Source: an optimization exercise on an open RTL-to-GDS flow (aim: small area). Production flows keep margins and buffers that such runs may drop.
Only simulation tests tie the RTL to the original design; equivalence was not proved.
No activity file was given, so power comes from the tool's default toggle rates.

==> design.v <==
`default_nettype none
package sat_pkg;
    localparam int num_bool_vars = 2;                        
    localparam int num_int_vars  = 2;                        
    localparam int num_vars      = num_bool_vars + num_int_vars;  
    localparam int num_clauses   = 4;                        
    localparam int int_width  = 4;    
    localparam int sum_width  = 10;   
    localparam int gain_width = 3;    
    localparam int idx_width  = $clog2(num_clauses);
    localparam int assign_w = num_bool_vars + 2 * int_width;   
    localparam int code_w   = 2 * num_bool_vars;
    localparam int bias_lsb = code_w;
    localparam int coef0_lsb = code_w + int_width;
    localparam int coef1_lsb = code_w + 2 * int_width;
    localparam int clause_w = code_w + 3 * int_width;   
    localparam int formula_w = num_clauses * clause_w;
endpackage
`default_nettype wire
`default_nettype none
module lm_fa
(
    input  wire a,
    input  wire b,
    input  wire c,
    output wire s,
    output wire co
);
    assign s  = a ^ b ^ c;
    assign co = (a & b) | (a & c) | (b & c);
endmodule
module lm_ha
(
    input  wire a,
    input  wire b,
    output wire s,
    output wire co
);
    assign s  = a ^ b;
    assign co = a & b;
endmodule
`default_nettype wire
`default_nettype none
module local_move
(
    input  logic        clk,
    input  logic        rst_n,
    input  logic        clause_write,
    input  logic [1:0]  clause_index,
    input  logic [15:0] clause_data,
    input  logic [3:0]  clause_enable,
    input  logic [9:0]  current,
    input  logic [1:0]  bool_propose_enable,
    input  logic [1:0]  int_propose_enable,
    input  logic        start,
    output logic [11:0] gains,
    output logic [2:0]  best_gain,
    output logic [9:0]  best_assignment,
    output logic        done
);
    logic [15:0] cl0, cl1, cl2, cl3;
    logic [3:0]  cv;
    always_ff @(posedge clk)
    begin
        if (clause_write && clause_index == 2'd0) cl0 <= clause_data;
        if (clause_write && clause_index == 2'd1) cl1 <= clause_data;
        if (clause_write && clause_index == 2'd2) cl2 <= clause_data;
        if (clause_write && clause_index == 2'd3) cl3 <= clause_data;
    end
    always_ff @(posedge clk or negedge rst_n)
    begin
        if (!rst_n)
            cv <= '0;
        else if (clause_write)
            cv[clause_index] <= 1'b1;
    end
    wire [3:0] x  = current[3:0];
    wire [3:0] y  = current[7:4];
    wire       p0 = current[8];
    wire       p1 = current[9];
    wire       xw = (current[3:0] == 4'd7);   
    wire       yw = (current[7:4] == 4'd7);
    wire [3:0] sat0, sat1, sat2, sat3, sat4;
    wire [15:0] c_0 = cl0;
    wire [3:0] b_0 = c_0[7:4];
    wire [3:0] c0_0 = c_0[11:8];
    wire [3:0] c1_0 = c_0[15:12];
    wire k0_1, k0_2, k0_3, k0_4, k0_5, k0_6, k0_7, k0_8, k0_9, k0_10, k0_11, k0_12, k0_13, k0_14, k0_15, k0_16, k0_17, k0_18, k0_19, k0_20, k0_21, k0_22, k0_23, k0_24, k0_25, k0_26, k0_27, k0_28, k0_29, k0_30, k0_31, k0_32, k0_33, k0_34, k0_35, k0_36, k0_37, k0_38, k0_39, k0_40, k0_41, k0_42, k0_43, k0_44, k0_45, k0_46, k0_47, k0_48, k0_49, k0_50, k0_51, k0_52, k0_53, k0_54, k0_55, k0_56, k0_57, k0_58, k0_59, k0_60, k0_61, k0_62, k0_63, k0_64, k0_65, k0_66, k0_67, k0_68, k0_69, k0_70, k0_71, k0_72, k0_73, k0_74, k0_75, k0_76, k0_77, k0_78, k0_79, k0_80, k0_81, k0_82, k0_83, k0_84, k0_85, k0_86, k0_87, k0_88, k0_89, k0_90, k0_91, k0_92, k0_93, k0_94, k0_95, k0_96, k0_97, k0_98, k0_99, k0_100, k0_101, k0_102, k0_103, k0_104, k0_105, k0_106, k0_107, k0_108, k0_109, k0_110, k0_111, k0_112, k0_113, k0_114, k0_115, k0_116, k0_117, k0_118, k0_119, k0_120;
    lm_ha u_k0_1 (.a((c1_0[0] & y[0])), .b(b_0[0]), .s(k0_1), .co(k0_2));
    lm_fa u_k0_3 (.a((c1_0[0] & y[1])), .b((c1_0[1] & y[0])), .c(b_0[1]), .s(k0_3), .co(k0_4));
    lm_ha u_k0_5 (.a(k0_2), .b(k0_3), .s(k0_5), .co(k0_6));
    lm_fa u_k0_7 (.a((c1_0[0] & y[2])), .b((c1_0[1] & y[1])), .c((c1_0[2] & y[0])), .s(k0_7), .co(k0_8));
    lm_fa u_k0_9 (.a(b_0[2]), .b(k0_4), .c(k0_6), .s(k0_9), .co(k0_10));
    lm_ha u_k0_11 (.a(k0_7), .b(k0_9), .s(k0_11), .co(k0_12));
    lm_fa u_k0_13 (.a((~c1_0[0] | ~y[3])), .b((c1_0[1] & y[2])), .c((c1_0[2] & y[1])), .s(k0_13), .co(k0_14));
    lm_fa u_k0_15 (.a((~c1_0[3] | ~y[0])), .b(~b_0[3]), .c(1'b1), .s(k0_15), .co(k0_16));
    lm_fa u_k0_17 (.a(k0_8), .b(k0_10), .c(k0_12), .s(k0_17), .co(k0_18));
    lm_fa u_k0_19 (.a(k0_13), .b(k0_15), .c(k0_17), .s(k0_19), .co(k0_20));
    lm_fa u_k0_21 (.a((~c1_0[1] | ~y[3])), .b((c1_0[2] & y[2])), .c((~c1_0[3] | ~y[1])), .s(k0_21), .co(k0_22));
    lm_fa u_k0_23 (.a(k0_14), .b(k0_16), .c(k0_18), .s(k0_23), .co(k0_24));
    lm_fa u_k0_25 (.a(k0_20), .b(k0_21), .c(k0_23), .s(k0_25), .co(k0_26));
    lm_fa u_k0_27 (.a((~c1_0[2] | ~y[3])), .b((~c1_0[3] | ~y[2])), .c(k0_22), .s(k0_27), .co(k0_28));
    lm_fa u_k0_29 (.a(k0_24), .b(k0_26), .c(k0_27), .s(k0_29), .co(k0_30));
    lm_fa u_k0_31 (.a((c1_0[3] & y[3])), .b(k0_28), .c(k0_30), .s(k0_31), .co(k0_32));
    assign k0_33 = ~k0_32;
    assign k0_34 = 1'b1 ^ k0_32;
    lm_ha u_k0_35 (.a(k0_1), .b((c0_0[0] & x[0])), .s(k0_35), .co(k0_36));
    lm_fa u_k0_37 (.a(k0_5), .b((c0_0[0] & x[1])), .c((c0_0[1] & x[0])), .s(k0_37), .co(k0_38));
    lm_ha u_k0_39 (.a(k0_36), .b(k0_37), .s(k0_39), .co(k0_40));
    lm_fa u_k0_41 (.a(k0_11), .b((c0_0[0] & x[2])), .c((c0_0[1] & x[1])), .s(k0_41), .co(k0_42));
    lm_fa u_k0_43 (.a((c0_0[2] & x[0])), .b(k0_38), .c(k0_40), .s(k0_43), .co(k0_44));
    lm_ha u_k0_45 (.a(k0_41), .b(k0_43), .s(k0_45), .co(k0_46));
    lm_fa u_k0_47 (.a(k0_19), .b((~c0_0[0] | ~x[3])), .c((c0_0[1] & x[2])), .s(k0_47), .co(k0_48));
    lm_fa u_k0_49 (.a((c0_0[2] & x[1])), .b((~c0_0[3] | ~x[0])), .c(k0_42), .s(k0_49), .co(k0_50));
    lm_fa u_k0_51 (.a(k0_44), .b(k0_46), .c(k0_47), .s(k0_51), .co(k0_52));
    lm_ha u_k0_53 (.a(k0_49), .b(k0_51), .s(k0_53), .co(k0_54));
    lm_fa u_k0_55 (.a(k0_25), .b((~c0_0[1] | ~x[3])), .c((c0_0[2] & x[2])), .s(k0_55), .co(k0_56));
    lm_fa u_k0_57 (.a((~c0_0[3] | ~x[1])), .b(1'b1), .c(k0_48), .s(k0_57), .co(k0_58));
    lm_fa u_k0_59 (.a(k0_50), .b(k0_52), .c(k0_54), .s(k0_59), .co(k0_60));
    lm_fa u_k0_61 (.a(k0_55), .b(k0_57), .c(k0_59), .s(k0_61), .co(k0_62));
    lm_fa u_k0_63 (.a(k0_29), .b((~c0_0[2] | ~x[3])), .c((~c0_0[3] | ~x[2])), .s(k0_63), .co(k0_64));
    lm_fa u_k0_65 (.a(k0_56), .b(k0_58), .c(k0_60), .s(k0_65), .co(k0_66));
    lm_fa u_k0_67 (.a(k0_62), .b(k0_63), .c(k0_65), .s(k0_67), .co(k0_68));
    lm_fa u_k0_69 (.a(k0_31), .b((c0_0[3] & x[3])), .c(k0_64), .s(k0_69), .co(k0_70));
    lm_fa u_k0_71 (.a(k0_66), .b(k0_68), .c(k0_69), .s(k0_71), .co(k0_72));
    lm_fa u_k0_73 (.a(k0_33), .b(1'b1), .c(k0_70), .s(k0_73), .co(k0_74));
    lm_ha u_k0_75 (.a(k0_72), .b(k0_73), .s(k0_75), .co(k0_76));
    assign k0_77 = k0_34 ^ 1'b1;
    assign k0_78 = k0_74 ^ k0_76;
    assign k0_79 = k0_77 ^ k0_78;
    assign k0_80 = ~k0_79;
    assign k0_81 = k0_35 & c0_0[0];
    assign k0_82 = (k0_39 & c0_0[1]) | (k0_39 & k0_81) | (c0_0[1] & k0_81);
    assign k0_83 = (k0_45 & c0_0[2]) | (k0_45 & k0_82) | (c0_0[2] & k0_82);
    assign k0_84 = (k0_53 & c0_0[3]) | (k0_53 & k0_83) | (c0_0[3] & k0_83);
    assign k0_85 = (k0_61 & c0_0[3]) | (k0_61 & k0_84) | (c0_0[3] & k0_84);
    assign k0_86 = (k0_67 & c0_0[3]) | (k0_67 & k0_85) | (c0_0[3] & k0_85);
    assign k0_87 = (k0_71 & c0_0[3]) | (k0_71 & k0_86) | (c0_0[3] & k0_86);
    assign k0_88 = (k0_75 & c0_0[3]) | (k0_75 & k0_87) | (c0_0[3] & k0_87);
    assign k0_89 = ~(k0_79 ^ c0_0[3] ^ k0_88);
    assign k0_90 = k0_19 | ~c0_0[0];
    assign k0_91 = (k0_25 & ~c0_0[1]) | (k0_25 & k0_90) | (~c0_0[1] & k0_90);
    assign k0_92 = (k0_29 & ~c0_0[2]) | (k0_29 & k0_91) | (~c0_0[2] & k0_91);
    assign k0_93 = (k0_31 & ~c0_0[3]) | (k0_31 & k0_92) | (~c0_0[3] & k0_92);
    assign k0_94 = (k0_33 & ~c0_0[3]) | (k0_33 & k0_93) | (~c0_0[3] & k0_93);
    assign k0_95 = ~(k0_34 ^ ~c0_0[3] ^ k0_94);
    assign k0_96 = xw ? k0_95 : k0_89;
    assign k0_97 = k0_35 ^ c1_0[0];
    assign k0_98 = k0_35 & c1_0[0];
    assign k0_99 = k0_39 ^ c1_0[1] ^ k0_98;
    assign k0_100 = (k0_39 & c1_0[1]) | (k0_39 & k0_98) | (c1_0[1] & k0_98);
    assign k0_101 = k0_45 ^ c1_0[2] ^ k0_100;
    assign k0_102 = (k0_45 & c1_0[2]) | (k0_45 & k0_100) | (c1_0[2] & k0_100);
    assign k0_103 = k0_53 ^ c1_0[3] ^ k0_102;
    assign k0_104 = (k0_53 & c1_0[3]) | (k0_53 & k0_102) | (c1_0[3] & k0_102);
    assign k0_105 = k0_61 ^ c1_0[3] ^ k0_104;
    assign k0_106 = (k0_61 & c1_0[3]) | (k0_61 & k0_104) | (c1_0[3] & k0_104);
    assign k0_107 = k0_67 ^ c1_0[3] ^ k0_106;
    assign k0_108 = (k0_67 & c1_0[3]) | (k0_67 & k0_106) | (c1_0[3] & k0_106);
    assign k0_109 = k0_71 ^ c1_0[3] ^ k0_108;
    assign k0_110 = (k0_71 & c1_0[3]) | (k0_71 & k0_108) | (c1_0[3] & k0_108);
    assign k0_111 = k0_75 ^ c1_0[3] ^ k0_110;
    assign k0_112 = (k0_75 & c1_0[3]) | (k0_75 & k0_110) | (c1_0[3] & k0_110);
    assign k0_113 = k0_79 ^ c1_0[3] ^ k0_112;
    assign k0_114 = ~k0_113;
    assign k0_115 = k0_105 | ~c1_0[0];
    assign k0_116 = (k0_107 & ~c1_0[1]) | (k0_107 & k0_115) | (~c1_0[1] & k0_115);
    assign k0_117 = (k0_109 & ~c1_0[2]) | (k0_109 & k0_116) | (~c1_0[2] & k0_116);
    assign k0_118 = (k0_111 & ~c1_0[3]) | (k0_111 & k0_117) | (~c1_0[3] & k0_117);
    assign k0_119 = ~(k0_113 ^ ~c1_0[3] ^ k0_118);
    assign k0_120 = yw ? k0_119 : k0_114;
    wire h0_0  = c_0[1] & (p0 == c_0[0]);
    wire h0f_0 = c_0[1] & (p0 != c_0[0]);
    wire h1_0  = c_0[3] & (p1 == c_0[2]);
    wire h1f_0 = c_0[3] & (p1 != c_0[2]);
    wire z_0 = ~cv[0];
    wire en_0 = clause_enable[0];
    assign sat0[0] = en_0 & (z_0 | h0_0  | h1_0  | k0_80);
    assign sat1[0] = en_0 & (z_0 | h0f_0 | h1_0  | k0_80);
    assign sat2[0] = en_0 & (z_0 | h0_0  | h1f_0 | k0_80);
    assign sat3[0] = en_0 & (z_0 | h0_0  | h1_0  | k0_96);
    assign sat4[0] = en_0 & (z_0 | h0_0  | h1_0  | k0_120);
    wire [15:0] c_1 = cl1;
    wire [3:0] b_1 = c_1[7:4];
    wire [3:0] c0_1 = c_1[11:8];
    wire [3:0] c1_1 = c_1[15:12];
    wire k1_1, k1_2, k1_3, k1_4, k1_5, k1_6, k1_7, k1_8, k1_9, k1_10, k1_11, k1_12, k1_13, k1_14, k1_15, k1_16, k1_17, k1_18, k1_19, k1_20, k1_21, k1_22, k1_23, k1_24, k1_25, k1_26, k1_27, k1_28, k1_29, k1_30, k1_31, k1_32, k1_33, k1_34, k1_35, k1_36, k1_37, k1_38, k1_39, k1_40, k1_41, k1_42, k1_43, k1_44, k1_45, k1_46, k1_47, k1_48, k1_49, k1_50, k1_51, k1_52, k1_53, k1_54, k1_55, k1_56, k1_57, k1_58, k1_59, k1_60, k1_61, k1_62, k1_63, k1_64, k1_65, k1_66, k1_67, k1_68, k1_69, k1_70, k1_71, k1_72, k1_73, k1_74, k1_75, k1_76, k1_77, k1_78, k1_79, k1_80, k1_81, k1_82, k1_83, k1_84, k1_85, k1_86, k1_87, k1_88, k1_89, k1_90, k1_91, k1_92, k1_93, k1_94, k1_95, k1_96, k1_97, k1_98, k1_99, k1_100, k1_101, k1_102, k1_103, k1_104, k1_105, k1_106, k1_107, k1_108, k1_109, k1_110, k1_111, k1_112, k1_113, k1_114, k1_115, k1_116, k1_117, k1_118, k1_119, k1_120;
    lm_ha u_k1_1 (.a((c1_1[0] & y[0])), .b(b_1[0]), .s(k1_1), .co(k1_2));
    lm_fa u_k1_3 (.a((c1_1[0] & y[1])), .b((c1_1[1] & y[0])), .c(b_1[1]), .s(k1_3), .co(k1_4));
    lm_ha u_k1_5 (.a(k1_2), .b(k1_3), .s(k1_5), .co(k1_6));
    lm_fa u_k1_7 (.a((c1_1[0] & y[2])), .b((c1_1[1] & y[1])), .c((c1_1[2] & y[0])), .s(k1_7), .co(k1_8));
    lm_fa u_k1_9 (.a(b_1[2]), .b(k1_4), .c(k1_6), .s(k1_9), .co(k1_10));
    lm_ha u_k1_11 (.a(k1_7), .b(k1_9), .s(k1_11), .co(k1_12));
    lm_fa u_k1_13 (.a((~c1_1[0] | ~y[3])), .b((c1_1[1] & y[2])), .c((c1_1[2] & y[1])), .s(k1_13), .co(k1_14));
    lm_fa u_k1_15 (.a((~c1_1[3] | ~y[0])), .b(~b_1[3]), .c(1'b1), .s(k1_15), .co(k1_16));
    lm_fa u_k1_17 (.a(k1_8), .b(k1_10), .c(k1_12), .s(k1_17), .co(k1_18));
    lm_fa u_k1_19 (.a(k1_13), .b(k1_15), .c(k1_17), .s(k1_19), .co(k1_20));
    lm_fa u_k1_21 (.a((~c1_1[1] | ~y[3])), .b((c1_1[2] & y[2])), .c((~c1_1[3] | ~y[1])), .s(k1_21), .co(k1_22));
    lm_fa u_k1_23 (.a(k1_14), .b(k1_16), .c(k1_18), .s(k1_23), .co(k1_24));
    lm_fa u_k1_25 (.a(k1_20), .b(k1_21), .c(k1_23), .s(k1_25), .co(k1_26));
    lm_fa u_k1_27 (.a((~c1_1[2] | ~y[3])), .b((~c1_1[3] | ~y[2])), .c(k1_22), .s(k1_27), .co(k1_28));
    lm_fa u_k1_29 (.a(k1_24), .b(k1_26), .c(k1_27), .s(k1_29), .co(k1_30));
    lm_fa u_k1_31 (.a((c1_1[3] & y[3])), .b(k1_28), .c(k1_30), .s(k1_31), .co(k1_32));
    assign k1_33 = ~k1_32;
    assign k1_34 = 1'b1 ^ k1_32;
    lm_ha u_k1_35 (.a(k1_1), .b((c0_1[0] & x[0])), .s(k1_35), .co(k1_36));
    lm_fa u_k1_37 (.a(k1_5), .b((c0_1[0] & x[1])), .c((c0_1[1] & x[0])), .s(k1_37), .co(k1_38));
    lm_ha u_k1_39 (.a(k1_36), .b(k1_37), .s(k1_39), .co(k1_40));
    lm_fa u_k1_41 (.a(k1_11), .b((c0_1[0] & x[2])), .c((c0_1[1] & x[1])), .s(k1_41), .co(k1_42));
    lm_fa u_k1_43 (.a((c0_1[2] & x[0])), .b(k1_38), .c(k1_40), .s(k1_43), .co(k1_44));
    lm_ha u_k1_45 (.a(k1_41), .b(k1_43), .s(k1_45), .co(k1_46));
    lm_fa u_k1_47 (.a(k1_19), .b((~c0_1[0] | ~x[3])), .c((c0_1[1] & x[2])), .s(k1_47), .co(k1_48));
    lm_fa u_k1_49 (.a((c0_1[2] & x[1])), .b((~c0_1[3] | ~x[0])), .c(k1_42), .s(k1_49), .co(k1_50));
    lm_fa u_k1_51 (.a(k1_44), .b(k1_46), .c(k1_47), .s(k1_51), .co(k1_52));
    lm_ha u_k1_53 (.a(k1_49), .b(k1_51), .s(k1_53), .co(k1_54));
    lm_fa u_k1_55 (.a(k1_25), .b((~c0_1[1] | ~x[3])), .c((c0_1[2] & x[2])), .s(k1_55), .co(k1_56));
    lm_fa u_k1_57 (.a((~c0_1[3] | ~x[1])), .b(1'b1), .c(k1_48), .s(k1_57), .co(k1_58));
    lm_fa u_k1_59 (.a(k1_50), .b(k1_52), .c(k1_54), .s(k1_59), .co(k1_60));
    lm_fa u_k1_61 (.a(k1_55), .b(k1_57), .c(k1_59), .s(k1_61), .co(k1_62));
    lm_fa u_k1_63 (.a(k1_29), .b((~c0_1[2] | ~x[3])), .c((~c0_1[3] | ~x[2])), .s(k1_63), .co(k1_64));
    lm_fa u_k1_65 (.a(k1_56), .b(k1_58), .c(k1_60), .s(k1_65), .co(k1_66));
    lm_fa u_k1_67 (.a(k1_62), .b(k1_63), .c(k1_65), .s(k1_67), .co(k1_68));
    lm_fa u_k1_69 (.a(k1_31), .b((c0_1[3] & x[3])), .c(k1_64), .s(k1_69), .co(k1_70));
    lm_fa u_k1_71 (.a(k1_66), .b(k1_68), .c(k1_69), .s(k1_71), .co(k1_72));
    lm_fa u_k1_73 (.a(k1_33), .b(1'b1), .c(k1_70), .s(k1_73), .co(k1_74));
    lm_ha u_k1_75 (.a(k1_72), .b(k1_73), .s(k1_75), .co(k1_76));
    assign k1_77 = k1_34 ^ 1'b1;
    assign k1_78 = k1_74 ^ k1_76;
    assign k1_79 = k1_77 ^ k1_78;
    assign k1_80 = ~k1_79;
    assign k1_81 = k1_35 & c0_1[0];
    assign k1_82 = (k1_39 & c0_1[1]) | (k1_39 & k1_81) | (c0_1[1] & k1_81);
    assign k1_83 = (k1_45 & c0_1[2]) | (k1_45 & k1_82) | (c0_1[2] & k1_82);
    assign k1_84 = (k1_53 & c0_1[3]) | (k1_53 & k1_83) | (c0_1[3] & k1_83);
    assign k1_85 = (k1_61 & c0_1[3]) | (k1_61 & k1_84) | (c0_1[3] & k1_84);
    assign k1_86 = (k1_67 & c0_1[3]) | (k1_67 & k1_85) | (c0_1[3] & k1_85);
    assign k1_87 = (k1_71 & c0_1[3]) | (k1_71 & k1_86) | (c0_1[3] & k1_86);
    assign k1_88 = (k1_75 & c0_1[3]) | (k1_75 & k1_87) | (c0_1[3] & k1_87);
    assign k1_89 = ~(k1_79 ^ c0_1[3] ^ k1_88);
    assign k1_90 = k1_19 | ~c0_1[0];
    assign k1_91 = (k1_25 & ~c0_1[1]) | (k1_25 & k1_90) | (~c0_1[1] & k1_90);
    assign k1_92 = (k1_29 & ~c0_1[2]) | (k1_29 & k1_91) | (~c0_1[2] & k1_91);
    assign k1_93 = (k1_31 & ~c0_1[3]) | (k1_31 & k1_92) | (~c0_1[3] & k1_92);
    assign k1_94 = (k1_33 & ~c0_1[3]) | (k1_33 & k1_93) | (~c0_1[3] & k1_93);
    assign k1_95 = ~(k1_34 ^ ~c0_1[3] ^ k1_94);
    assign k1_96 = xw ? k1_95 : k1_89;
    assign k1_97 = k1_35 ^ c1_1[0];
    assign k1_98 = k1_35 & c1_1[0];
    assign k1_99 = k1_39 ^ c1_1[1] ^ k1_98;
    assign k1_100 = (k1_39 & c1_1[1]) | (k1_39 & k1_98) | (c1_1[1] & k1_98);
    assign k1_101 = k1_45 ^ c1_1[2] ^ k1_100;
    assign k1_102 = (k1_45 & c1_1[2]) | (k1_45 & k1_100) | (c1_1[2] & k1_100);
    assign k1_103 = k1_53 ^ c1_1[3] ^ k1_102;
    assign k1_104 = (k1_53 & c1_1[3]) | (k1_53 & k1_102) | (c1_1[3] & k1_102);
    assign k1_105 = k1_61 ^ c1_1[3] ^ k1_104;
    assign k1_106 = (k1_61 & c1_1[3]) | (k1_61 & k1_104) | (c1_1[3] & k1_104);
    assign k1_107 = k1_67 ^ c1_1[3] ^ k1_106;
    assign k1_108 = (k1_67 & c1_1[3]) | (k1_67 & k1_106) | (c1_1[3] & k1_106);
    assign k1_109 = k1_71 ^ c1_1[3] ^ k1_108;
    assign k1_110 = (k1_71 & c1_1[3]) | (k1_71 & k1_108) | (c1_1[3] & k1_108);
    assign k1_111 = k1_75 ^ c1_1[3] ^ k1_110;
    assign k1_112 = (k1_75 & c1_1[3]) | (k1_75 & k1_110) | (c1_1[3] & k1_110);
    assign k1_113 = k1_79 ^ c1_1[3] ^ k1_112;
    assign k1_114 = ~k1_113;
    assign k1_115 = k1_105 | ~c1_1[0];
    assign k1_116 = (k1_107 & ~c1_1[1]) | (k1_107 & k1_115) | (~c1_1[1] & k1_115);
    assign k1_117 = (k1_109 & ~c1_1[2]) | (k1_109 & k1_116) | (~c1_1[2] & k1_116);
    assign k1_118 = (k1_111 & ~c1_1[3]) | (k1_111 & k1_117) | (~c1_1[3] & k1_117);
    assign k1_119 = ~(k1_113 ^ ~c1_1[3] ^ k1_118);
    assign k1_120 = yw ? k1_119 : k1_114;
    wire h0_1  = c_1[1] & (p0 == c_1[0]);
    wire h0f_1 = c_1[1] & (p0 != c_1[0]);
    wire h1_1  = c_1[3] & (p1 == c_1[2]);
    wire h1f_1 = c_1[3] & (p1 != c_1[2]);
    wire z_1 = ~cv[1];
    wire en_1 = clause_enable[1];
    assign sat0[1] = en_1 & (z_1 | h0_1  | h1_1  | k1_80);
    assign sat1[1] = en_1 & (z_1 | h0f_1 | h1_1  | k1_80);
    assign sat2[1] = en_1 & (z_1 | h0_1  | h1f_1 | k1_80);
    assign sat3[1] = en_1 & (z_1 | h0_1  | h1_1  | k1_96);
    assign sat4[1] = en_1 & (z_1 | h0_1  | h1_1  | k1_120);
    wire [15:0] c_2 = cl2;
    wire [3:0] b_2 = c_2[7:4];
    wire [3:0] c0_2 = c_2[11:8];
    wire [3:0] c1_2 = c_2[15:12];
    wire k2_1, k2_2, k2_3, k2_4, k2_5, k2_6, k2_7, k2_8, k2_9, k2_10, k2_11, k2_12, k2_13, k2_14, k2_15, k2_16, k2_17, k2_18, k2_19, k2_20, k2_21, k2_22, k2_23, k2_24, k2_25, k2_26, k2_27, k2_28, k2_29, k2_30, k2_31, k2_32, k2_33, k2_34, k2_35, k2_36, k2_37, k2_38, k2_39, k2_40, k2_41, k2_42, k2_43, k2_44, k2_45, k2_46, k2_47, k2_48, k2_49, k2_50, k2_51, k2_52, k2_53, k2_54, k2_55, k2_56, k2_57, k2_58, k2_59, k2_60, k2_61, k2_62, k2_63, k2_64, k2_65, k2_66, k2_67, k2_68, k2_69, k2_70, k2_71, k2_72, k2_73, k2_74, k2_75, k2_76, k2_77, k2_78, k2_79, k2_80, k2_81, k2_82, k2_83, k2_84, k2_85, k2_86, k2_87, k2_88, k2_89, k2_90, k2_91, k2_92, k2_93, k2_94, k2_95, k2_96, k2_97, k2_98, k2_99, k2_100, k2_101, k2_102, k2_103, k2_104, k2_105, k2_106, k2_107, k2_108, k2_109, k2_110, k2_111, k2_112, k2_113, k2_114, k2_115, k2_116, k2_117, k2_118, k2_119, k2_120;
    lm_ha u_k2_1 (.a((c1_2[0] & y[0])), .b(b_2[0]), .s(k2_1), .co(k2_2));
    lm_fa u_k2_3 (.a((c1_2[0] & y[1])), .b((c1_2[1] & y[0])), .c(b_2[1]), .s(k2_3), .co(k2_4));
    lm_ha u_k2_5 (.a(k2_2), .b(k2_3), .s(k2_5), .co(k2_6));
    lm_fa u_k2_7 (.a((c1_2[0] & y[2])), .b((c1_2[1] & y[1])), .c((c1_2[2] & y[0])), .s(k2_7), .co(k2_8));
    lm_fa u_k2_9 (.a(b_2[2]), .b(k2_4), .c(k2_6), .s(k2_9), .co(k2_10));
    lm_ha u_k2_11 (.a(k2_7), .b(k2_9), .s(k2_11), .co(k2_12));
    lm_fa u_k2_13 (.a((~c1_2[0] | ~y[3])), .b((c1_2[1] & y[2])), .c((c1_2[2] & y[1])), .s(k2_13), .co(k2_14));
    lm_fa u_k2_15 (.a((~c1_2[3] | ~y[0])), .b(~b_2[3]), .c(1'b1), .s(k2_15), .co(k2_16));
    lm_fa u_k2_17 (.a(k2_8), .b(k2_10), .c(k2_12), .s(k2_17), .co(k2_18));
    lm_fa u_k2_19 (.a(k2_13), .b(k2_15), .c(k2_17), .s(k2_19), .co(k2_20));
    lm_fa u_k2_21 (.a((~c1_2[1] | ~y[3])), .b((c1_2[2] & y[2])), .c((~c1_2[3] | ~y[1])), .s(k2_21), .co(k2_22));
    lm_fa u_k2_23 (.a(k2_14), .b(k2_16), .c(k2_18), .s(k2_23), .co(k2_24));
    lm_fa u_k2_25 (.a(k2_20), .b(k2_21), .c(k2_23), .s(k2_25), .co(k2_26));
    lm_fa u_k2_27 (.a((~c1_2[2] | ~y[3])), .b((~c1_2[3] | ~y[2])), .c(k2_22), .s(k2_27), .co(k2_28));
    lm_fa u_k2_29 (.a(k2_24), .b(k2_26), .c(k2_27), .s(k2_29), .co(k2_30));
    lm_fa u_k2_31 (.a((c1_2[3] & y[3])), .b(k2_28), .c(k2_30), .s(k2_31), .co(k2_32));
    assign k2_33 = ~k2_32;
    assign k2_34 = 1'b1 ^ k2_32;
    lm_ha u_k2_35 (.a(k2_1), .b((c0_2[0] & x[0])), .s(k2_35), .co(k2_36));
    lm_fa u_k2_37 (.a(k2_5), .b((c0_2[0] & x[1])), .c((c0_2[1] & x[0])), .s(k2_37), .co(k2_38));
    lm_ha u_k2_39 (.a(k2_36), .b(k2_37), .s(k2_39), .co(k2_40));
    lm_fa u_k2_41 (.a(k2_11), .b((c0_2[0] & x[2])), .c((c0_2[1] & x[1])), .s(k2_41), .co(k2_42));
    lm_fa u_k2_43 (.a((c0_2[2] & x[0])), .b(k2_38), .c(k2_40), .s(k2_43), .co(k2_44));
    lm_ha u_k2_45 (.a(k2_41), .b(k2_43), .s(k2_45), .co(k2_46));
    lm_fa u_k2_47 (.a(k2_19), .b((~c0_2[0] | ~x[3])), .c((c0_2[1] & x[2])), .s(k2_47), .co(k2_48));
    lm_fa u_k2_49 (.a((c0_2[2] & x[1])), .b((~c0_2[3] | ~x[0])), .c(k2_42), .s(k2_49), .co(k2_50));
    lm_fa u_k2_51 (.a(k2_44), .b(k2_46), .c(k2_47), .s(k2_51), .co(k2_52));
    lm_ha u_k2_53 (.a(k2_49), .b(k2_51), .s(k2_53), .co(k2_54));
    lm_fa u_k2_55 (.a(k2_25), .b((~c0_2[1] | ~x[3])), .c((c0_2[2] & x[2])), .s(k2_55), .co(k2_56));
    lm_fa u_k2_57 (.a((~c0_2[3] | ~x[1])), .b(1'b1), .c(k2_48), .s(k2_57), .co(k2_58));
    lm_fa u_k2_59 (.a(k2_50), .b(k2_52), .c(k2_54), .s(k2_59), .co(k2_60));
    lm_fa u_k2_61 (.a(k2_55), .b(k2_57), .c(k2_59), .s(k2_61), .co(k2_62));
    lm_fa u_k2_63 (.a(k2_29), .b((~c0_2[2] | ~x[3])), .c((~c0_2[3] | ~x[2])), .s(k2_63), .co(k2_64));
    lm_fa u_k2_65 (.a(k2_56), .b(k2_58), .c(k2_60), .s(k2_65), .co(k2_66));
    lm_fa u_k2_67 (.a(k2_62), .b(k2_63), .c(k2_65), .s(k2_67), .co(k2_68));
    lm_fa u_k2_69 (.a(k2_31), .b((c0_2[3] & x[3])), .c(k2_64), .s(k2_69), .co(k2_70));
    lm_fa u_k2_71 (.a(k2_66), .b(k2_68), .c(k2_69), .s(k2_71), .co(k2_72));
    lm_fa u_k2_73 (.a(k2_33), .b(1'b1), .c(k2_70), .s(k2_73), .co(k2_74));
    lm_ha u_k2_75 (.a(k2_72), .b(k2_73), .s(k2_75), .co(k2_76));
    assign k2_77 = k2_34 ^ 1'b1;
    assign k2_78 = k2_74 ^ k2_76;
    assign k2_79 = k2_77 ^ k2_78;
    assign k2_80 = ~k2_79;
    assign k2_81 = k2_35 & c0_2[0];
    assign k2_82 = (k2_39 & c0_2[1]) | (k2_39 & k2_81) | (c0_2[1] & k2_81);
    assign k2_83 = (k2_45 & c0_2[2]) | (k2_45 & k2_82) | (c0_2[2] & k2_82);
    assign k2_84 = (k2_53 & c0_2[3]) | (k2_53 & k2_83) | (c0_2[3] & k2_83);
    assign k2_85 = (k2_61 & c0_2[3]) | (k2_61 & k2_84) | (c0_2[3] & k2_84);
    assign k2_86 = (k2_67 & c0_2[3]) | (k2_67 & k2_85) | (c0_2[3] & k2_85);
    assign k2_87 = (k2_71 & c0_2[3]) | (k2_71 & k2_86) | (c0_2[3] & k2_86);
    assign k2_88 = (k2_75 & c0_2[3]) | (k2_75 & k2_87) | (c0_2[3] & k2_87);
    assign k2_89 = ~(k2_79 ^ c0_2[3] ^ k2_88);
    assign k2_90 = k2_19 | ~c0_2[0];
    assign k2_91 = (k2_25 & ~c0_2[1]) | (k2_25 & k2_90) | (~c0_2[1] & k2_90);
    assign k2_92 = (k2_29 & ~c0_2[2]) | (k2_29 & k2_91) | (~c0_2[2] & k2_91);
    assign k2_93 = (k2_31 & ~c0_2[3]) | (k2_31 & k2_92) | (~c0_2[3] & k2_92);
    assign k2_94 = (k2_33 & ~c0_2[3]) | (k2_33 & k2_93) | (~c0_2[3] & k2_93);
    assign k2_95 = ~(k2_34 ^ ~c0_2[3] ^ k2_94);
    assign k2_96 = xw ? k2_95 : k2_89;
    assign k2_97 = k2_35 ^ c1_2[0];
    assign k2_98 = k2_35 & c1_2[0];
    assign k2_99 = k2_39 ^ c1_2[1] ^ k2_98;
    assign k2_100 = (k2_39 & c1_2[1]) | (k2_39 & k2_98) | (c1_2[1] & k2_98);
    assign k2_101 = k2_45 ^ c1_2[2] ^ k2_100;
    assign k2_102 = (k2_45 & c1_2[2]) | (k2_45 & k2_100) | (c1_2[2] & k2_100);
    assign k2_103 = k2_53 ^ c1_2[3] ^ k2_102;
    assign k2_104 = (k2_53 & c1_2[3]) | (k2_53 & k2_102) | (c1_2[3] & k2_102);
    assign k2_105 = k2_61 ^ c1_2[3] ^ k2_104;
    assign k2_106 = (k2_61 & c1_2[3]) | (k2_61 & k2_104) | (c1_2[3] & k2_104);
    assign k2_107 = k2_67 ^ c1_2[3] ^ k2_106;
    assign k2_108 = (k2_67 & c1_2[3]) | (k2_67 & k2_106) | (c1_2[3] & k2_106);
    assign k2_109 = k2_71 ^ c1_2[3] ^ k2_108;
    assign k2_110 = (k2_71 & c1_2[3]) | (k2_71 & k2_108) | (c1_2[3] & k2_108);
    assign k2_111 = k2_75 ^ c1_2[3] ^ k2_110;
    assign k2_112 = (k2_75 & c1_2[3]) | (k2_75 & k2_110) | (c1_2[3] & k2_110);
    assign k2_113 = k2_79 ^ c1_2[3] ^ k2_112;
    assign k2_114 = ~k2_113;
    assign k2_115 = k2_105 | ~c1_2[0];
    assign k2_116 = (k2_107 & ~c1_2[1]) | (k2_107 & k2_115) | (~c1_2[1] & k2_115);
    assign k2_117 = (k2_109 & ~c1_2[2]) | (k2_109 & k2_116) | (~c1_2[2] & k2_116);
    assign k2_118 = (k2_111 & ~c1_2[3]) | (k2_111 & k2_117) | (~c1_2[3] & k2_117);
    assign k2_119 = ~(k2_113 ^ ~c1_2[3] ^ k2_118);
    assign k2_120 = yw ? k2_119 : k2_114;
    wire h0_2  = c_2[1] & (p0 == c_2[0]);
    wire h0f_2 = c_2[1] & (p0 != c_2[0]);
    wire h1_2  = c_2[3] & (p1 == c_2[2]);
    wire h1f_2 = c_2[3] & (p1 != c_2[2]);
    wire z_2 = ~cv[2];
    wire en_2 = clause_enable[2];
    assign sat0[2] = en_2 & (z_2 | h0_2  | h1_2  | k2_80);
    assign sat1[2] = en_2 & (z_2 | h0f_2 | h1_2  | k2_80);
    assign sat2[2] = en_2 & (z_2 | h0_2  | h1f_2 | k2_80);
    assign sat3[2] = en_2 & (z_2 | h0_2  | h1_2  | k2_96);
    assign sat4[2] = en_2 & (z_2 | h0_2  | h1_2  | k2_120);
    wire [15:0] c_3 = cl3;
    wire [3:0] b_3 = c_3[7:4];
    wire [3:0] c0_3 = c_3[11:8];
    wire [3:0] c1_3 = c_3[15:12];
    wire k3_1, k3_2, k3_3, k3_4, k3_5, k3_6, k3_7, k3_8, k3_9, k3_10, k3_11, k3_12, k3_13, k3_14, k3_15, k3_16, k3_17, k3_18, k3_19, k3_20, k3_21, k3_22, k3_23, k3_24, k3_25, k3_26, k3_27, k3_28, k3_29, k3_30, k3_31, k3_32, k3_33, k3_34, k3_35, k3_36, k3_37, k3_38, k3_39, k3_40, k3_41, k3_42, k3_43, k3_44, k3_45, k3_46, k3_47, k3_48, k3_49, k3_50, k3_51, k3_52, k3_53, k3_54, k3_55, k3_56, k3_57, k3_58, k3_59, k3_60, k3_61, k3_62, k3_63, k3_64, k3_65, k3_66, k3_67, k3_68, k3_69, k3_70, k3_71, k3_72, k3_73, k3_74, k3_75, k3_76, k3_77, k3_78, k3_79, k3_80, k3_81, k3_82, k3_83, k3_84, k3_85, k3_86, k3_87, k3_88, k3_89, k3_90, k3_91, k3_92, k3_93, k3_94, k3_95, k3_96, k3_97, k3_98, k3_99, k3_100, k3_101, k3_102, k3_103, k3_104, k3_105, k3_106, k3_107, k3_108, k3_109, k3_110, k3_111, k3_112, k3_113, k3_114, k3_115, k3_116, k3_117, k3_118, k3_119, k3_120;
    lm_ha u_k3_1 (.a((c1_3[0] & y[0])), .b(b_3[0]), .s(k3_1), .co(k3_2));
    lm_fa u_k3_3 (.a((c1_3[0] & y[1])), .b((c1_3[1] & y[0])), .c(b_3[1]), .s(k3_3), .co(k3_4));
    lm_ha u_k3_5 (.a(k3_2), .b(k3_3), .s(k3_5), .co(k3_6));
    lm_fa u_k3_7 (.a((c1_3[0] & y[2])), .b((c1_3[1] & y[1])), .c((c1_3[2] & y[0])), .s(k3_7), .co(k3_8));
    lm_fa u_k3_9 (.a(b_3[2]), .b(k3_4), .c(k3_6), .s(k3_9), .co(k3_10));
    lm_ha u_k3_11 (.a(k3_7), .b(k3_9), .s(k3_11), .co(k3_12));
    lm_fa u_k3_13 (.a((~c1_3[0] | ~y[3])), .b((c1_3[1] & y[2])), .c((c1_3[2] & y[1])), .s(k3_13), .co(k3_14));
    lm_fa u_k3_15 (.a((~c1_3[3] | ~y[0])), .b(~b_3[3]), .c(1'b1), .s(k3_15), .co(k3_16));
    lm_fa u_k3_17 (.a(k3_8), .b(k3_10), .c(k3_12), .s(k3_17), .co(k3_18));
    lm_fa u_k3_19 (.a(k3_13), .b(k3_15), .c(k3_17), .s(k3_19), .co(k3_20));
    lm_fa u_k3_21 (.a((~c1_3[1] | ~y[3])), .b((c1_3[2] & y[2])), .c((~c1_3[3] | ~y[1])), .s(k3_21), .co(k3_22));
    lm_fa u_k3_23 (.a(k3_14), .b(k3_16), .c(k3_18), .s(k3_23), .co(k3_24));
    lm_fa u_k3_25 (.a(k3_20), .b(k3_21), .c(k3_23), .s(k3_25), .co(k3_26));
    lm_fa u_k3_27 (.a((~c1_3[2] | ~y[3])), .b((~c1_3[3] | ~y[2])), .c(k3_22), .s(k3_27), .co(k3_28));
    lm_fa u_k3_29 (.a(k3_24), .b(k3_26), .c(k3_27), .s(k3_29), .co(k3_30));
    lm_fa u_k3_31 (.a((c1_3[3] & y[3])), .b(k3_28), .c(k3_30), .s(k3_31), .co(k3_32));
    assign k3_33 = ~k3_32;
    assign k3_34 = 1'b1 ^ k3_32;
    lm_ha u_k3_35 (.a(k3_1), .b((c0_3[0] & x[0])), .s(k3_35), .co(k3_36));
    lm_fa u_k3_37 (.a(k3_5), .b((c0_3[0] & x[1])), .c((c0_3[1] & x[0])), .s(k3_37), .co(k3_38));
    lm_ha u_k3_39 (.a(k3_36), .b(k3_37), .s(k3_39), .co(k3_40));
    lm_fa u_k3_41 (.a(k3_11), .b((c0_3[0] & x[2])), .c((c0_3[1] & x[1])), .s(k3_41), .co(k3_42));
    lm_fa u_k3_43 (.a((c0_3[2] & x[0])), .b(k3_38), .c(k3_40), .s(k3_43), .co(k3_44));
    lm_ha u_k3_45 (.a(k3_41), .b(k3_43), .s(k3_45), .co(k3_46));
    lm_fa u_k3_47 (.a(k3_19), .b((~c0_3[0] | ~x[3])), .c((c0_3[1] & x[2])), .s(k3_47), .co(k3_48));
    lm_fa u_k3_49 (.a((c0_3[2] & x[1])), .b((~c0_3[3] | ~x[0])), .c(k3_42), .s(k3_49), .co(k3_50));
    lm_fa u_k3_51 (.a(k3_44), .b(k3_46), .c(k3_47), .s(k3_51), .co(k3_52));
    lm_ha u_k3_53 (.a(k3_49), .b(k3_51), .s(k3_53), .co(k3_54));
    lm_fa u_k3_55 (.a(k3_25), .b((~c0_3[1] | ~x[3])), .c((c0_3[2] & x[2])), .s(k3_55), .co(k3_56));
    lm_fa u_k3_57 (.a((~c0_3[3] | ~x[1])), .b(1'b1), .c(k3_48), .s(k3_57), .co(k3_58));
    lm_fa u_k3_59 (.a(k3_50), .b(k3_52), .c(k3_54), .s(k3_59), .co(k3_60));
    lm_fa u_k3_61 (.a(k3_55), .b(k3_57), .c(k3_59), .s(k3_61), .co(k3_62));
    lm_fa u_k3_63 (.a(k3_29), .b((~c0_3[2] | ~x[3])), .c((~c0_3[3] | ~x[2])), .s(k3_63), .co(k3_64));
    lm_fa u_k3_65 (.a(k3_56), .b(k3_58), .c(k3_60), .s(k3_65), .co(k3_66));
    lm_fa u_k3_67 (.a(k3_62), .b(k3_63), .c(k3_65), .s(k3_67), .co(k3_68));
    lm_fa u_k3_69 (.a(k3_31), .b((c0_3[3] & x[3])), .c(k3_64), .s(k3_69), .co(k3_70));
    lm_fa u_k3_71 (.a(k3_66), .b(k3_68), .c(k3_69), .s(k3_71), .co(k3_72));
    lm_fa u_k3_73 (.a(k3_33), .b(1'b1), .c(k3_70), .s(k3_73), .co(k3_74));
    lm_ha u_k3_75 (.a(k3_72), .b(k3_73), .s(k3_75), .co(k3_76));
    assign k3_77 = k3_34 ^ 1'b1;
    assign k3_78 = k3_74 ^ k3_76;
    assign k3_79 = k3_77 ^ k3_78;
    assign k3_80 = ~k3_79;
    assign k3_81 = k3_35 & c0_3[0];
    assign k3_82 = (k3_39 & c0_3[1]) | (k3_39 & k3_81) | (c0_3[1] & k3_81);
    assign k3_83 = (k3_45 & c0_3[2]) | (k3_45 & k3_82) | (c0_3[2] & k3_82);
    assign k3_84 = (k3_53 & c0_3[3]) | (k3_53 & k3_83) | (c0_3[3] & k3_83);
    assign k3_85 = (k3_61 & c0_3[3]) | (k3_61 & k3_84) | (c0_3[3] & k3_84);
    assign k3_86 = (k3_67 & c0_3[3]) | (k3_67 & k3_85) | (c0_3[3] & k3_85);
    assign k3_87 = (k3_71 & c0_3[3]) | (k3_71 & k3_86) | (c0_3[3] & k3_86);
    assign k3_88 = (k3_75 & c0_3[3]) | (k3_75 & k3_87) | (c0_3[3] & k3_87);
    assign k3_89 = ~(k3_79 ^ c0_3[3] ^ k3_88);
    assign k3_90 = k3_19 | ~c0_3[0];
    assign k3_91 = (k3_25 & ~c0_3[1]) | (k3_25 & k3_90) | (~c0_3[1] & k3_90);
    assign k3_92 = (k3_29 & ~c0_3[2]) | (k3_29 & k3_91) | (~c0_3[2] & k3_91);
    assign k3_93 = (k3_31 & ~c0_3[3]) | (k3_31 & k3_92) | (~c0_3[3] & k3_92);
    assign k3_94 = (k3_33 & ~c0_3[3]) | (k3_33 & k3_93) | (~c0_3[3] & k3_93);
    assign k3_95 = ~(k3_34 ^ ~c0_3[3] ^ k3_94);
    assign k3_96 = xw ? k3_95 : k3_89;
    assign k3_97 = k3_35 ^ c1_3[0];
    assign k3_98 = k3_35 & c1_3[0];
    assign k3_99 = k3_39 ^ c1_3[1] ^ k3_98;
    assign k3_100 = (k3_39 & c1_3[1]) | (k3_39 & k3_98) | (c1_3[1] & k3_98);
    assign k3_101 = k3_45 ^ c1_3[2] ^ k3_100;
    assign k3_102 = (k3_45 & c1_3[2]) | (k3_45 & k3_100) | (c1_3[2] & k3_100);
    assign k3_103 = k3_53 ^ c1_3[3] ^ k3_102;
    assign k3_104 = (k3_53 & c1_3[3]) | (k3_53 & k3_102) | (c1_3[3] & k3_102);
    assign k3_105 = k3_61 ^ c1_3[3] ^ k3_104;
    assign k3_106 = (k3_61 & c1_3[3]) | (k3_61 & k3_104) | (c1_3[3] & k3_104);
    assign k3_107 = k3_67 ^ c1_3[3] ^ k3_106;
    assign k3_108 = (k3_67 & c1_3[3]) | (k3_67 & k3_106) | (c1_3[3] & k3_106);
    assign k3_109 = k3_71 ^ c1_3[3] ^ k3_108;
    assign k3_110 = (k3_71 & c1_3[3]) | (k3_71 & k3_108) | (c1_3[3] & k3_108);
    assign k3_111 = k3_75 ^ c1_3[3] ^ k3_110;
    assign k3_112 = (k3_75 & c1_3[3]) | (k3_75 & k3_110) | (c1_3[3] & k3_110);
    assign k3_113 = k3_79 ^ c1_3[3] ^ k3_112;
    assign k3_114 = ~k3_113;
    assign k3_115 = k3_105 | ~c1_3[0];
    assign k3_116 = (k3_107 & ~c1_3[1]) | (k3_107 & k3_115) | (~c1_3[1] & k3_115);
    assign k3_117 = (k3_109 & ~c1_3[2]) | (k3_109 & k3_116) | (~c1_3[2] & k3_116);
    assign k3_118 = (k3_111 & ~c1_3[3]) | (k3_111 & k3_117) | (~c1_3[3] & k3_117);
    assign k3_119 = ~(k3_113 ^ ~c1_3[3] ^ k3_118);
    assign k3_120 = yw ? k3_119 : k3_114;
    wire h0_3  = c_3[1] & (p0 == c_3[0]);
    wire h0f_3 = c_3[1] & (p0 != c_3[0]);
    wire h1_3  = c_3[3] & (p1 == c_3[2]);
    wire h1f_3 = c_3[3] & (p1 != c_3[2]);
    wire z_3 = ~cv[3];
    wire en_3 = clause_enable[3];
    assign sat0[3] = en_3 & (z_3 | h0_3  | h1_3  | k3_80);
    assign sat1[3] = en_3 & (z_3 | h0f_3 | h1_3  | k3_80);
    assign sat2[3] = en_3 & (z_3 | h0_3  | h1f_3 | k3_80);
    assign sat3[3] = en_3 & (z_3 | h0_3  | h1_3  | k3_96);
    assign sat4[3] = en_3 & (z_3 | h0_3  | h1_3  | k3_120);
    function automatic logic [2:0] pop4(input logic [3:0] v);
        logic s0, c0;
        s0 = v[0] ^ v[1] ^ v[2];
        c0 = (v[0] & v[1]) | (v[0] & v[2]) | (v[1] & v[2]);
        pop4 = {c0 & s0 & v[3], c0 ^ (s0 & v[3]), s0 ^ v[3]};
    endfunction
    wire [2:0] cnt0 = pop4(sat0);
    wire [2:0] cnt1 = pop4(sat1);
    wire [2:0] cnt2 = pop4(sat2);
    wire [2:0] cnt3 = pop4(sat3);
    wire [2:0] cnt4 = pop4(sat4);
    logic [14:0] s1_cnt;
    logic [9:0]  s1_cur;
    logic [3:0]  s1_pe;
    logic        v1;
    always_ff @(posedge clk)
    begin
        s1_cnt <= {cnt4, cnt3, cnt2, cnt1, cnt0};
        s1_cur <= current;
        s1_pe  <= {int_propose_enable, bool_propose_enable};
    end
    always_ff @(posedge clk or negedge rst_n)
    begin
        if (!rst_n)
            v1 <= 1'b0;
        else
            v1 <= start;
    end
    wire [2:0] g [4];
    for (genvar j = 0; j < 4; j++)
    begin : g_mask
        assign g[j] = s1_pe[j] ? s1_cnt[3*(j+1) +: 3] : 3'd0;
    end
    wire [11:0] r_gains = {g[3], g[2], g[1], g[0]};
    wire       m2 = g[0][2] | g[1][2] | g[2][2] | g[3][2];
    wire       m1 = ~m2 & (g[0][1] | g[1][1] | g[2][1] | g[3][1]);
    wire       m0 = ~m2 & ((g[0][0] & (g[0][1] == m1)) | (g[1][0] & (g[1][1] == m1)) |
                           (g[2][0] & (g[2][1] == m1)) | (g[3][0] & (g[3][1] == m1)));
    wire [2:0] mx = {m2, m1, m0};
    wire [3:0] e;
    for (genvar j = 0; j < 4; j++)
    begin : g_eq
        assign e[j] = s1_pe[j] & (g[j] == mx);
    end
    wire [3:0] win = {e[3] & ~e[2] & ~e[1] & ~e[0], e[2] & ~e[1] & ~e[0], e[1] & ~e[0], e[0]};
    wire [2:0] r_best = (|s1_pe) ? mx : s1_cnt[2:0];
    wire [3:0] xi = {s1_cur[3] ^ (&s1_cur[2:0]), s1_cur[2] ^ (&s1_cur[1:0]), s1_cur[1] ^ s1_cur[0], ~s1_cur[0]};
    wire [3:0] yi = {s1_cur[7] ^ (&s1_cur[6:4]), s1_cur[6] ^ (&s1_cur[5:4]), s1_cur[5] ^ s1_cur[4], ~s1_cur[4]};
    wire [9:0] r_assign = {s1_cur[9] ^ win[1], s1_cur[8] ^ win[0],
                           win[3] ? yi : s1_cur[7:4],
                           win[2] ? xi : s1_cur[3:0]};
    always_ff @(posedge clk or negedge rst_n)
    begin
        if (!rst_n)
        begin
            gains           <= '0;
            best_gain       <= '0;
            best_assignment <= '0;
            done            <= 1'b0;
        end
        else
        begin
            done <= v1;
            if (v1)
            begin
                gains           <= r_gains;
                best_gain       <= r_best;
                best_assignment <= r_assign;
            end
        end
    end
endmodule
`default_nettype wire
==> flow/run.sh <==
#!/bin/bash
# Standard ORFS layout with two changes: the ports are buffered with the smallest
# plain buffer, and clock tree synthesis adds no dummy load cells.
set -euo pipefail
export BUFFER_PORTS_ARGS="-buffer_cell sky130_fd_sc_hd__buf_1"
export CTS_ARGS="-sink_clustering_enable -repair_clock_nets -buf_list sky130_fd_sc_hd__clkbuf_8 -dont_use_dummy_load"
bash standard.sh > standard.log 2>&1
==> standard.sh <==
#!/bin/bash
# synth_recipe.tcl (not shown) runs the flow's synth.tcl, then flattens the netlist and writes it again
# the make line also repeats each setting of config.mk as NAME=value (left out here)
make -C /OpenROAD-flow-scripts/flow DESIGN_CONFIG=/design/flow/config.mk WORK_HOME=/design/flow/orfs CLKGATE_MAP_FILE= SYNTH_SCRIPT=/design/flow/synth_recipe.tcl "${@:-finish}"
==> config.mk <==
export PLATFORM = sky130hd
export DESIGN_NAME = local_move
export DESIGN_NICKNAME = local_move
export VERILOG_FILES = /design/flow/design.v
export SDC_FILE = /design/flow/constraint.sdc
export NUM_CORES = 4
export LEC_CHECK = 0
export CAP_MARGIN = 20
export CORE_MARGIN = 2
export CORE_UTILIZATION = 75
export CTS_BUF_LIST = sky130_fd_sc_hd__clkbuf_8
export SLEW_MARGIN = 20
export SYNTH_HIERARCHICAL = 1
==> constraint.sdc <==
create_clock -name core_clock -period 12.0 [get_ports {clk}]
set_input_delay 2.4000 -clock core_clock [delete_from_list [all_inputs] [get_ports {clk}]]
set_output_delay 2.4000 -clock core_clock [all_outputs]
set_load 0.01 [all_outputs]
==> results of run 1 <==
## synth_stat cells (5+ instances only)
cell and count:
nand4_1 7, and3_1 5, nand3_1 16, xor2_1 10
or4_1 5, mux2i_1 5, inv_1 61, nand2_1 78
a31oi_1 17, o21ai_0 35, clkbuf_1 15, dfxtp_1 29
nor2b_1 12, maj3_1 16, dfrtp_1 31, and2_1 83
nand2b_1 10, o211ai_1 7, fa_1 137, nor4_1 5
xnor2_1 30, edfxtp_1 64, nor3_1 10, a21oi_1 24
ha_1 45, nor2_1 36
## flip-flops by register name, indices dropped and copies added (netlist names), 10 cells and up
register and cells:
s1_cur 10, gains 12, s1_cnt 15, best_assignment 10, cl0 16, cl3 16, cl2 16, cl1 16
## through the flow
stage,hold slack (ns),instances,total power (uW)
CTS,0.485,1130,2900
detailed placement,0.476,1113,2630
finish,0.483,1130,2910
floorplan,0.374,883,2140
global route,0.506,1130,3200
global placement,0.455,1113,2490
## layer usage
| metal | track usage [%] | up-vias |
|---|---|---|
| met3 | 7.38 | 58 |
| met2 | 57.9 | 339 |
| met4 | 12.2 | 0 |
| met1 | 45.8 | 3581 |
| li1 | - | 3130 |
| met5 | 0 | - |
## worst max-delay path: stages
cell and delay, ns:
buf_1 0.53, and2_1 0.28, fa_1 0.46, ha_1 0.23, fa_1 0.46, ha_1 0.21, fa_1 0.50, fa_1 0.48
fa_1 0.59, fa_1 0.42, ha_1 0.21, fa_1 0.46, fa_1 0.40, fa_1 0.46, fa_1 0.52, fa_1 0.44
fa_1 0.51, inv_1 0.05, o21ai_0 0.20, nand2_1 0.11, xnor2_1 0.26, o21ai_0 0.17, fa_1 0.53, inv_1 0.05
ha_1 0.20, xnor2_1 0.13
## per-module statistics from Yosys (local to each module, per instance)
module      cells  cell area [um^2]
lm_ha           1              12.5
local_move    724              7200
lm_fa           1              20.0
## power groups by stage
stage	registers, uW	logic, uW	clock network, uW
after floorplan	580	1560	0
after global placement	586	1900	0
after detailed placement	590	2040	0
after CTS	581	2060	268
after global routing	591	2330	285
final	584	2060	266
## cell type report
| type | instances | area [um^2] | share of cell area, % |
|---|---|---|---|
| Tap cell | 176 | 220 | 2.07 |
| Timing Repair Buffer | 75 | 320 | 3.01 |
| Clock buffer | 17 | 234 | 2.20 |
| Sequential cell | 124 | 3280 | 30.8 |
| Multi-Input combinational cell | 677 | 6360 | 59.8 |
| Inverter | 61 | 229 | 2.15 |
## logic make-up (layout without fill, tap and decap cells)
kind of cell             count (synthesis)  in the layout  share of synthesized area [%]
AND/OR/NAND/NOR                        293            293                           15.8
adder cells (fa/ha/maj)                198            198                           34.9
AO/OA/AOI/OAI                          125            125                           8.35
flip-flops                             124            124                           33.0
buffers and inverters                   82            153                           3.33
XOR/XNOR                                40             40                           3.53
multiplexers                             9              9                          0.958
other                                    1             12                         0.0378
## worst max-delay path by stage
stage,startpoint,end
4_1_cts,current[4],s1_cnt[13]$_DFF_P_
2_1_floorplan,current[5],s1_cnt[11]$_DFF_P_
5_1_grt,current[4],s1_cnt[13]$_DFF_P_
3_3_place_gp,current[4],s1_cnt[11]$_DFF_P_
3_5_place_dp,current[4],s1_cnt[11]$_DFF_P_
6_report,current[4],s1_cnt[13]$_DFF_P_
==> flow_summary.ini, run 1 <==
[run_status]
status = complete, no violations

[clock_network]
cts.sink_count = 124
clk_path_buf_depth = 2
cts.clk_slew.worst_paths_ns = 0.06
cts_setup_buffers = 0
ctsHoldBuffers = 0
clkLatencyLatePin_ns = 0.46
cts_resized = 0
cts_max_level = 4
cts_buffers = 17
cts_tree = done
cts_root_buf = clkbuf_8

[critical_path]
worstSetupEndpointType = flip-flop
r2r-end = s1_cnt[13]$_DFF_P_
criticalPathCategory = in2reg
critical_path_required_ns = 12.33
reg2reg_from = cl2[13]$_DFFE_PP_
ff2ff_setup_slack_ns = 3.06
reg2reg_depth = 25
cp_max_fo = 18
start_kind = input port
cp.arrival_ns = 11.26

[sta]
max_slew.worst_pin.slew_ns = 0.934
fmax_ghz = 0.0915
finClkSkew_ns = 0.0355
rsz0062_at_grt = false
hold_violations = 0
min_period_ns = 10.93
tns_ns = 0
final_max_slew_viol_count = 0
fin_crit_sh_pct = 91.1
setup_viol_count_final = 0
relSlewSlack_pct = 37.8
setup_ws_ns = 1.07

[synthesis]
synthFlopType = edfxtp_1
ys_seq_area_share_pct = 33.0
synth_cell_types = 68
ys_seq_elements = 124
yosys-top-cells-area = fa_1, edfxtp_1, dfrtp_1
syn_area_mm2 = 0.00992
postSynthCellCount = 872
synth_edf_count = 64
synthArstFlopShare_pct = 25.0
synth_top_area_share_pct = 27.6
ys_warn_count = 7
syn_avg_cell_area_um2 = 11.4
yosys.area.top_type = fa_1

[routing]
drt_iter0_markers = 559
met3_length_um = 1800
num_vias = 7108
dr.max_layer_used = met4
met1_length_um = 8760
post-route-drc-count = 0
ant_nets = 0
drtPass1Iterations = 5
met2_length_um = 11500
wl_per_cell_um = 20.1
postRouteWirelength_um = 22700
via_per_inst = 6.29

[floorplan]
dieWidth_um = 119
num_io_pins = 66
dieArea_mm2 = 0.0142
fp.coreArea_mm2 = 0.0131
start_util_pct = 75.8
dieHeight_um = 119
row_count = 42

[power_and_ir_drop]
vdd_drop_max_v = 0.000209
combPwrFrac_pct = 70.8
internal_power_uw = 1580
p_switching_uw = 1340
p_leak_uw = 0.00431
clockPowerShare_pct = 9.1
seqPwrFrac_pct = 20.0
p_sw_share_pct = 45.9
powerDensity_mw_per_mm2 = 274

[final_layout]
final_common_cell = fa_1
diodes = 0
fillers = 802
postLayoutCellArea_mm2 = 0.0106
drive_gt1_share_pct = 5.35
final_cell_mix = fa_1, and2_1, nand2_1
final_net_count = 1178
final_util_pct = 81.3
area_growth_pct = 7.25

[grt]
grt_pass1_vias = 7480
grt_usage_pct = 34.7
grt_max_degree = 55
grt_antenna_before_repair = 1
grt_pass1_wl_um = 37500
overflow = 0

[hold_path]
whs_path_depth = 2
hold_start = s1_cur[7]$_DFF_P_
hold_class = reg2reg
hold_end = best_assignment[7]$_DFFE_PN0P_

[placement]
place_area_mm2 = 0.0104
hpwl_um = 17800
place_ws_ns = 0.687
gp_congestion = 0.914
port_buffers = 65

[flow_run]
maxCapViolCount = 0
==> inputs of run 2 (changes only) <==
==> flow/run.sh (replaced) <==
#!/bin/bash
# Standard ORFS layout with two changes: the ports are buffered with the smallest
# plain buffer, and clock tree synthesis adds no dummy load cells.
set -euo pipefail
export BUFFER_PORTS_ARGS="-buffer_cell sky130_fd_sc_hd__buf_1"
export CTS_ARGS="-sink_clustering_enable -repair_clock_nets -root_buf sky130_fd_sc_hd__clkbuf_8 -buf_list sky130_fd_sc_hd__clkbuf_4 -dont_use_dummy_load"
bash standard.sh > standard.log 2>&1
--- a/config.mk
+++ b/config.mk
@@ -9,5 +9,5 @@
 export CORE_MARGIN = 2
 export CORE_UTILIZATION = 75
-export CTS_BUF_LIST = sky130_fd_sc_hd__clkbuf_8
+export CTS_BUF_LIST = sky130_fd_sc_hd__clkbuf_4
 export SLEW_MARGIN = 20
 export SYNTH_HIERARCHICAL = 1
==> run 2 against run 1 <==
  * Cell area down 0.94%
  * Global-route usage about the same
  * Core utilization shrank 0.76 points
  * Die area unchanged
==> flow_summary.ini, run 2 <==
[run_status]
status = complete, no violations

[floorplan]
dieWidth_um = 119
row_count = 42
num_io_pins = 66
dieArea_mm2 = 0.0142
start_util_pct = 75.8
dieHeight_um = 119
fp.coreArea_mm2 = 0.0131

[critical_path]
cp_max_fo = 18
worstSetupEndpointType = flip-flop
ff2ff_setup_slack_ns = 3.05
criticalPathCategory = in2reg
reg2reg_depth = 25
start_kind = input port
critical_path_required_ns = 12.31
cp.arrival_ns = 11.30

[sta]
setup_viol_count_final = 0
final_max_slew_viol_count = 0
tns_ns = 0
fmax_ghz = 0.0910
hold_violations = 0
relSlewSlack_pct = 36.5
finClkSkew_ns = 0.0517
rsz0062_at_grt = false
max_slew.worst_pin.slew_ns = 0.952
min_period_ns = 10.98
fin_crit_sh_pct = 91.5

[grt]
grt_antenna_before_repair = 1
grt_pass1_vias = 7512
grt_pass1_wl_um = 37400
overflow = 0
grt_max_degree = 55
grt_usage_pct = 34.7

[synthesis]
yosys-top-cells-area = fa_1, edfxtp_1, dfrtp_1
postSynthCellCount = 872
syn_avg_cell_area_um2 = 11.4
ys_warn_count = 7
syn_area_mm2 = 0.00992
synthArstFlopShare_pct = 25.0
synthTopCellsByCount = fa_1, and2_1, nand2_1
ys_seq_area_share_pct = 33.0
yosys.area.top_type = fa_1
synth_cell_types = 68
yosysMostFrequentCell = fa_1
synth_edf_count = 64
ys_seq_elements = 124
synth_top_area_share_pct = 27.6
synthFlopType = edfxtp_1

[clock_network]
clk_path_buf_depth = 2
ctsHoldBuffers = 0
cts_max_level = 4
clkLatencyLatePin_ns = 0.45
cts_root_buf = clkbuf_8
cts.clk_slew.worst_paths_ns = 0.08
cts_resized = 0
cts_setup_buffers = 0
cts_buffers = 17
cts.sink_count = 124
cts_tree = done

[final_layout]
drive_gt1_share_pct = 5.35
final_common_cell = fa_1
register_area_mm2 = 0.00328
multi_input_area_mm2 = 0.00636
fillers = 823
final_net_count = 1178
final_cell_mix = fa_1, and2_1, nand2_1
area_growth_pct = 6.24
diodes = 0

[routing]
via_per_inst = 6.28
ant_nets = 0
postRouteWirelength_um = 22600
post-route-drc-count = 0
drtPass1Iterations = 5
num_vias = 7093
drt_iter0_markers = 566
wl_per_cell_um = 20.0

[hold_path]
hold_class = reg2reg
whs_path_depth = 2

[placement]
hpwl_um = 17800
gp_congestion = 0.914
port_buffers = 65

[flow_run]
maxCapViolCount = 0

[power_and_ir_drop]
vdd_drop_max_v = 0.000210
power_uw = 2850
powerDensity_mw_per_mm2 = 270
p_leak_uw = 0.00427
==> run 2: changes by cell type in the layout (fill, tap and decap cells not counted) <==
cell,previous run,this run
clkbuf_4,0,16
clkbuf_8,17,1
==> run 2: layout make-up <==
class | count | share of cell area, %
clock buffer | 17 | 1.27
inverter | 61 | 2.17
multi-input combinational | 677 | 60.3
sequential | 124 | 31.1
tap | 176 | 2.09
timing repair buffer | 75 | 3.04
==> run 2: cells by family after synthesis <==
family	synth area share, %
compound gates	8.35
xor+xnor	3.53
fa+ha+maj	34.9
buf+inv	3.33
flops	33.0
mux	0.958
other cells	0.0378
simple gates	15.8
==> run 2: per-module statistics from Yosys (local to each module, per instance) <==
module	flops+latches	cells inside
lm_fa	0	1
lm_ha	0	1
local_move	124	724
==> run 2: worst max-delay path, stage by stage <==
cell     delay, ns
buf_1         0.56
and2_1        0.29
fa_1          0.46
ha_1          0.23
fa_1          0.46
ha_1          0.21
fa_1          0.50
fa_1          0.48
fa_1          0.59
fa_1          0.42
ha_1          0.21
fa_1          0.46
fa_1          0.40
fa_1          0.45
fa_1          0.52
fa_1          0.44
fa_1          0.51
inv_1         0.05
o21ai_0       0.20
nand2_1       0.11
xnor2_1       0.26
o21ai_0       0.17
fa_1          0.53
inv_1         0.05
ha_1          0.20
xnor2_1       0.13
==> run 2: path summary, 6_finish.rpt <==
check | start | to
max | current[4] | s1_cnt[13]$_DFF_P_
min | s1_cur[7]$_DFF_P_ | best_assignment[7]$_DFFE_PN0P_
max reg2reg | cl2[13]$_DFFE_PP_ | s1_cnt[13]$_DFF_P_
min reg2reg | s1_cur[7]$_DFF_P_ | best_assignment[7]$_DFFE_PN0P_
max in group asynchronous | rst_n | cv[0]$_DFFE_PN0P_
min in group asynchronous | rst_n | best_gain[1]$_DFFE_PN0P_
==> run 2: report_power, final <==
| group | internal (uW) | leakage (uW) | switching (uW) |
|---|---|---|---|
| registers | 519 | 0.00120 | 64.1 |
| logic | 932 | 0.00299 | 1130 |
| clock network | 69.2 | 0.0000808 | 134 |
==> run 2: per-stage QoR <==
step | cells | util [%] | instance area (um^2) | hold slack [ns] | setup slack (ns)
6_report | 1130 | 80.6 | 10500 | 0.488 | 1.02
5_1_grt | 1130 | 80.6 | 10500 | 0.510 | 0.756
4_1_cts | 1130 | 80.6 | 10500 | 0.488 | 1.13
3_5_place_dp | 1113 | 79.5 | 10400 | 0.476 | 0.687
3_3_place_gp | 1113 | 79.5 | 10400 | 0.455 | 0.969
2_1_floorplan | 883 | - | 9960 | 0.374 | 1.73
==> run 2: layer usage <==
layer  up-vias  wire length, um  track usage [%]  part of all wire [%]
met4         0              525             12.4                   2.3
met5         -                0                0                     0
met3        51             1710             7.14                   7.6
li1       3133                -                -                     -
met2       326            11500             57.9                    51
met1      3583             8890             45.8                    39

what the ideal ports hide:
Ports are ideal in the flow. The routed layouts listed here were re-timed in OpenROAD. Step 1, drivers: a clkbuf_16 drives clk and a buf_2 each remaining input, both assumed. Step 2, shift: input delay + t, output delay - t, t = (earliest + latest rising clock arrival at the registers) / 2. This alone moves slack from input paths to output paths. Slacks: ideal / step 1 / step 2; pairs: ideal / step 1.
run | t (ns) | setup slack, ns | hold slack, ns | worst setup path after step 2
run 1 | 0.485 | 1.068 / 1.064 / 0.579 | 0.483 / 0.483 / 0.483 | input to register
run 2 | 0.466 | 1.015 / 1.010 / 0.544 | 0.488 / 0.488 / 0.488 | input to register
After both steps setup and hold are still met in every run listed. For run 1, which loses most, drivers alone change the setup slack by -0.004 ns; drivers and shift together by -0.489 ns.
